From an optimization exercise on the open Yosys and OpenROAD flow, aimed at small area, a short achievable clock period and few clock cycles per item; shortcuts taken in it are not production practice. Only simulation tests tie the RTL to the original design; equivalence was not proved.

==> inputs of v16 <==
Design catmull_rom_point_evaluator_unit, start of the top module:
module catmull_rom_point_evaluator_unit (
  input  logic                          clk,
  input  logic                          rst_n,
  input  logic                          in_valid,
  output logic                          in_ready,
  input  logic [crpe_pkg::T_FRAC_BITS-1:0] in_t_frac,
  output logic                          out_valid,
  input  logic                          out_ready,
  output logic [crpe_pkg::COORD_WIDTH-1:0] curve_x,
  output logic [crpe_pkg::COORD_WIDTH-1:0] curve_y,
  input  logic                          psel,
  input  logic                          penable,
  input  logic                          pwrite,
  input  logic [crpe_pkg::CFG_AW-1:0]   paddr,
  input  logic [crpe_pkg::CFG_DW-1:0]   pwdata,
  output logic [crpe_pkg::CFG_DW-1:0]   prdata,
  output logic                          pready
);
==> flow/config.mk <==
export PLATFORM = sky130hd
export DESIGN_NAME = catmull_rom_point_evaluator_unit
export DESIGN_NICKNAME = catmull_rom_point_evaluator_unit
export VERILOG_FILES = /design/flow/design.v
export SDC_FILE = /design/flow/constraint.sdc
export NUM_CORES = 4
export LEC_CHECK = 0
export ABC_AREA = 1
export CAP_MARGIN = 20
export CORE_MARGIN = 2
export CORE_UTILIZATION = 40
export CTS_CLUSTER_DIAMETER = 120
export CTS_CLUSTER_SIZE = 20
export GPL_ROUTABILITY_DRIVEN = 0
export SETUP_SLACK_MARGIN = 5
export SLEW_MARGIN = 20
==> flow/constraint.sdc <==
create_clock -name core_clock -period 10.0 [get_ports {clk}]
set_input_delay 2.0000 -clock core_clock [delete_from_list [all_inputs] [get_ports {clk}]]
set_output_delay 2.0000 -clock core_clock [all_outputs]
set_load 0.01 [all_outputs]
standard.sh (not shown) runs the stock make flow with config.mk's settings and CLKGATE_MAP_FILE= SYNTH_SCRIPT=/design/flow/synth_recipe.tcl, a recipe that flattens the netlist after the stock synthesis.
==> flow/flow/run.sh <==
#!/bin/bash
# The standard layout (standard.sh, all steps), with Yosys's synth command
# given -noabc: the generic ABC pass before full-adder extraction is skipped,
# so that the explicit adder trees of the RTL reach extract_fa as written.
# The buffers that ABC inserts are removed at floorplan (REMOVE_ABC_BUFFERS),
# leaving buffering to OpenROAD's repair. The registers are those of the
# standard synthesis. Each tool's output goes to the ORFS logs under
# orfs/logs; make's output goes to standard_flow.log.
set -euo pipefail
bash standard.sh SYNTH_ARGS=-noabc REMOVE_ABC_BUFFERS=1 finish > standard_flow.log 2>&1
==> v23 (differences from v16) <==
- GPL_ROUTABILITY_DRIVEN: 0 -> unset
- TNS_END_PERCENT: unset -> 0
==> v33 (differences from v16) <==
- GPL_ROUTABILITY_DRIVEN: 0 -> unset
==> notes.md <==
* Clock tree cell share of total cell area at under 10%
* Outcome: timing/DRC/antenna clean
* Fillers at about 18000
* Clock Buffer Count at 59
* Critical Path Fanout Max at 27
* DR WL/cell at 27.4 µm
* Slew headroom at between 10% and 20%
* Post-DP HPWL at 192000 µm
* Worst Setup SP: u_weights.eu2[20]
* Total GRT Usage at a little over a quarter
* Arrival time at the worst endpoint at approximately 5.5 ns
* Crit-path cells: buf_4, inv_1, xor2_1, fa_1, inv_1, fa_1, fa_1, fa_1, fa_1
(the above is from v33)
==> notes.md <==
* Sequential share of cell area at roughly 22%
* Layout cell share with drive strength beyond 1 at approximately 8.4%
* Worst Hold Endpoint: vld_r[4]
* Outcome: timing/DRC/antenna clean
* Clock Buffer Count at between 50 and 60
* Worst Setup SP: u_weights.ee2[12]
* Post-DP HPWL at around 190000 µm
* Crit-path cells: buf_12, clkinv_4, buf_4, o22ai_1, xor2_1, fa_1, fa_1, fa_1, fa_1, fa_1, fa_1
* Critical Path Fanout Max at 18
* DR WL/cell at about 27 µm
* Arrival time at the worst endpoint at roughly 5.4 ns
* Fillers at ~18000
* Total GRT Usage at between 20 and 30%
(the above is from v16)
==> notes.md <==
* Outcome: timing/DRC/antenna clean
* Worst Setup SP: u_weights.ee2[14]
* DR WL/cell at around 27 µm
* Slew headroom at between 10% and 20%
* Clock tree cell share of total cell area at around 1.5%
* Arrival time at the worst endpoint at around 5.6 ns
* Metal1 wirelength at between 100000 and 150000 µm
* Total GRT Usage at a little over a quarter
* DRT antenna net count at 0
* Crit-path cells: buf_4, clkinv_1, xor2_1, fa_1, inv_1, fa_1, fa_1, fa_1, fa_1
* Post-DP HPWL at around 190000 µm
(the above is from v23)
Testbench counts of v16, summed over its fixed seeds: cycles 9,536, items 8,192.
Testbench counts of v23, summed over its fixed seeds: cycles 9,536, items 8,192.
Testbench counts of v33, summed over its fixed seeds: cycles 9,536, items 8,192.

-- port drivers added, routing unchanged --
No port has a modelled driver above. Below, the same layouts with a new extraction and two added sets of constraints.
Step 1, drivers: a clkbuf_16 drives clk and a buf_2 each remaining input, both assumed.
Step 2 moves the port delays by t, midway between the first and last clock arrival at a register: inputs arrive t later, outputs are due t later. That takes back most of the time a late clock gives input paths.
a / b / c = no drivers / after step 1 / after step 2; a / b = the first two.
run | t (ns) | slack for setup (ns) | hold WS [ns] | worst register clock-pin slew, ns | pins driven straight from the clock port
v16 | 0.768 | 5.043 / 5.043 / 4.984 | 0.461 / 0.461 / 0.461 | 0.09 / 0.09 | 1
v23 | 0.776 | 4.855 / 4.855 / 4.814 | 0.465 / 0.465 / 0.465 | 0.10 / 0.10 | 1
v33 | 0.768 | 4.954 / 4.954 / 4.808 | 0.463 / 0.463 / 0.463 | 0.10 / 0.10 | 1
After both steps every run listed still meets setup and hold. The setup slack of v33, which loses most, moves by 0.000 ns with the drivers and by -0.146 ns with both steps.
